What follows belongs to an exercise in optimizing a design on an open flow for small area and a short achievable clock period; a production flow would make more cautious choices.
In this exercise RTL edits were held to simulation tests only and were not proved equivalent to the original.
No activity file was given, so power comes from the tool's default toggle rates.

## lsu_top
module lsu_top #(
    parameter int ADDR_W = 8
) (
    input  logic        clk,
    input  logic        rst,
    input  logic [4:0]  paddr,
    input  logic        psel,
    input  logic        penable,
    input  logic        pwrite,
    input  logic [31:0] pwdata,
    output logic [31:0] prdata,
    output logic        pready,
    output logic        pslverr
);
    logic [7:0]  base_lo;
    logic [31:0] wdata;
    logic [7:0]  byte_address;
    logic [1:0]  mem_size;
    logic        mem_sign;
    logic        load_ok;
    logic        store_ok;
    logic        misaligned;
    logic        illegal;
    logic [63:0] word_sel_n;
    logic [3:0]  lane_we_n;
    logic [1:0]  mem_size_q;
    logic [31:0] read_word;
    lsu_apb_regs i_regs (
        .clk          (clk),
        .rst          (rst),
        .paddr        (paddr),
        .psel         (psel),
        .penable      (penable),
        .pwrite       (pwrite),
        .pwdata       (pwdata),
        .prdata       (prdata),
  ...
For scale: roughly 4900 cells after synthesis, ~2300 flip-flops, ~76 I/O pins, roughly 81000 um2 of cells after synthesis.
clock: 7.5 ns
lec_check: 0
cap_margin: 10
core_margin: 2
core_utilization: 65
cts_cluster_diameter: 100
cts_cluster_size: 28
setup_slack_margin: 4.95
slew_margin: 10
synth_memory_max_bits: 16384
standard.sh (not shown) runs the stock make flow with config.mk's settings and CLKGATE_MAP_FILE= SYNTH_SCRIPT=/design/flow/synth_recipe.tcl, a recipe that flattens the netlist after the stock synthesis.
==> flow/flow/run.sh <==
#!/bin/bash
# The standard layout (standard.sh), with two changes to how it is made:
#  - the port buffers are buf_4 cells instead of the default delay-buffer
#    choice (every input and output port still gets its own buffer);
#  - the resizer may change a cell's footprint when it sizes it.
# make's own output goes to flow_make.log here; each ORFS step writes its full
# log under orfs/logs/.
set -euo pipefail
bash standard.sh \
    'BUFFER_PORTS_ARGS=-buffer_cell sky130_fd_sc_hd__buf_4' \
    MATCH_CELL_FOOTPRINT=0 \
    finish > flow_make.log 2>&1
==> next run, changes <==
CORE_UTILIZATION = 70   (was 65)
SETUP_SLACK_MARGIN = 4.8   (was 4.95)
=>
- The changed run completed with no timing, DRC or antenna violations
- combinational power drops by a few percent
- global-route usage goes up by 2.6 points
- register-to-register slack loses 0.24 ns
- synthesized area does not change
- flip-flop and latch count is unchanged
- maximum frequency goes down by a few percent
- total power is about the same
- synthesized cell count is unchanged
- setup slack loses 0.11 ns
==> next run, changes <==
CORE_UTILIZATION = 65   (was 70)
CTS_CLUSTER_SIZE = 30   (was 28)
SETUP_SLACK_MARGIN = 4.95   (was 4.8)
What happened: Count of clock-buffer cells in the layout decreases by 11; worst hold slack barely changes; wire length increases by 2.1%; synthesized area is unchanged; die area increases by 7.6%; final cell count increases by 2.2%; design area increases by 0.68%; utilization decreases by 5.2 points; worst setup slack is better by 0.11 ns.
==> next run, changes <==
==> flow/run.sh (new file) <==
#!/bin/bash
# synth_recipe.tcl (not shown) runs the flow's synth.tcl, then flattens the netlist and writes it again
# the make line also repeats each setting of config.mk as NAME=value (left out here)
make -C /OpenROAD-flow-scripts/flow DESIGN_CONFIG=/design/flow/config.mk WORK_HOME=/design/flow/orfs CLKGATE_MAP_FILE= SYNTH_SCRIPT=/design/flow/synth_recipe.tcl finish
CAP_MARGIN = 20   (was 10)
CORE_UTILIZATION = 60   (was 65)
CTS_CLUSTER_DIAMETER = 80   (was 100)
CTS_CLUSTER_SIZE = 24   (was 30)
SETUP_SLACK_MARGIN = 4.6   (was 4.95)
SLEW_MARGIN = 20   (was 10)
removed: flow/flow/run.sh
removed: flow/standard.sh
Result:
- combinational power is lower by about 5%
- cell count goes up by about 2.2%
- synthesized area does not change
- core utilization went down by 5.1 points
- clock skew grows by 0.034 ns
- non-clock buffer count shrinks by 23

## rev 12
lsu_top, a different RTL version from the one above (not shown whole).
For scale: roughly 4,900 cells after synthesis, roughly 2,200 flip-flops, ~76 I/O pins, roughly 0.081 sq mm of cells after synthesis.
Settings: LEC_CHECK=0, ABC_CLOCK_PERIOD_IN_PS=2500, CAP_MARGIN=20, CORE_MARGIN=2, CORE_UTILIZATION=50, SETUP_SLACK_MARGIN=4.5, SLEW_MARGIN=20, SYNTH_MEMORY_MAX_BITS=16384; clock period 7.5 ns.
run.sh (not shown) runs the stock make flow with config.mk's settings and CLKGATE_MAP_FILE= SYNTH_SCRIPT=/design/flow/synth_recipe.tcl, a recipe that flattens the netlist after the stock synthesis.
Stock flow here: none of the scripts above is used.
Edits applied to the flow inputs when going from rev 12 to rev 13:
Settings: a deleted SETUP_SLACK_MARGIN that had been 4.5; a deleted ABC_CLOCK_PERIOD_IN_PS that had been 2500; a change of CORE_UTILIZATION from 50 to 40.
==> run summary <==
Sequential share of layout area | rev 13 above rev 12. Going from rev 12 to rev 13, final area shrinks by about 2.6%. When rev 13 is measured against rev 12, its final critical path time including I/O delays and setup turns out 1850 ps higher. The combinational power of rev 13 falls short of that of rev 12 by about 10%. In rev 13, the global-route usage came out 9.6 points below the value in rev 12. Sort rev 13 and rev 12 by layout overhead on the synthesized area, ascending, and rev 13 comes first. Rev 13 against rev 12: via count of the first global-routing pass fell about 1.3%, total vias in the final route -about 2.6%.

RTL: one of the versions met above, not the one the previous note started from.
Size in the first run: roughly 4900 cells after synthesis, about 2300 flip-flops, ~76 I/O pins, ~0.081 sq mm of cells after synthesis.
export LEC_CHECK = 0
export CAP_MARGIN = 10
export CORE_MARGIN = 2
export CORE_UTILIZATION = 65
export CTS_CLUSTER_DIAMETER = 80
export CTS_CLUSTER_SIZE = 24
export SETUP_SLACK_MARGIN = 4.8
export SLEW_MARGIN = 10
export SYNTH_MEMORY_MAX_BITS = 16384
create_clock -name core_clock -period 7.5 [get_ports {clk}]
standard.sh (not shown) runs the stock make flow with config.mk's settings and CLKGATE_MAP_FILE= SYNTH_SCRIPT=/design/flow/synth_recipe.tcl, a recipe that flattens the netlist after the stock synthesis.
==> flow/flow/run.sh <==
#!/bin/bash
# The standard layout (standard.sh), with two changes to how it is made:
#  - the port buffers are buf_4 cells instead of the default delay-buffer
#    choice (every input and output port still gets its own buffer);
#  - the resizer may change a cell's footprint when it sizes it.
# make's own output goes to flow_make.log here; each ORFS step writes its full
# log under orfs/logs/.
set -euo pipefail
bash standard.sh \
    'BUFFER_PORTS_ARGS=-buffer_cell sky130_fd_sc_hd__buf_4' \
    MATCH_CELL_FOOTPRINT=0 \
    finish > flow_make.log 2>&1
The baseline finished clean.
Rerun with:
Settings changed: CAP_MARGIN 10 to 20, CORE_UTILIZATION 65 to 60, SETUP_SLACK_MARGIN 4.8 to 4.9, SLEW_MARGIN 10 to 20.
After rerunning: Hold slack degrades by 0.0095 ns; final cell count is higher by about 2%; area after synthesis stays the same; clock power goes up by about 1%; die area came out higher by about 8%; cell area rises by about 0.75%; maximum frequency came out higher by 0.89%; first-iteration DRC count falls by about 8%; worst setup slack improved by 0.025 ns.

re-timing with driven ports:
How much do the figures lean on ideal ports? The routed layouts below were timed once more, with nothing changed but the port constraints. Step 1: set_driving_cell puts a clkbuf_16 on clk and a buf_2 on each other input, an assumption about the parent block. Step 2 also shifts input and output timing later by t, the mid clock arrival at the registers, as if the neighbouring blocks saw the same clock. a / b / c = no drivers / after step 1 / after step 2; a / b = the first two.
| run | t, ns | setup WS [ns] | worst hold slack (ns) | worst setup path after step 2 |
|---|---|---|---|---|
| the first run of note 1 | 0.812 | 4.764 / 4.689 / 4.220 | 0.373 / 0.373 / 0.373 | input to register |
| the second run of note 1 | 0.806 | 4.653 / 4.653 / 4.020 | 0.372 / 0.372 / 0.372 | input to register |
| the third run of note 1 | 0.819 | 4.766 / 4.681 / 4.229 | 0.371 / 0.371 / 0.371 | input to register |
| the fourth run of note 1 | 0.839 | 4.477 / 4.477 / 3.851 | 0.368 / 0.368 / 0.368 | input to register |
| rev 12 | 0.956 | 4.334 / 4.334 / 3.520 | 0.455 / 0.455 / 0.455 | input to register |
| rev 13 | 0.969 | 2.482 / 2.482 / 2.447 | 0.456 / 0.456 / 0.456 | input to register |
| the first run of note 3 | 0.818 | 4.694 / 4.694 / 4.053 | 0.338 / 0.338 / 0.338 | input to register |
| the second run of note 3 | 0.865 | 4.719 / 4.633 / 4.143 | 0.329 / 0.329 / 0.329 | input to register |
After both steps setup and hold are still met in every run listed. For rev 12, which loses most, drivers alone change the setup slack by 0.000 ns; drivers and shift together by -0.814 ns.
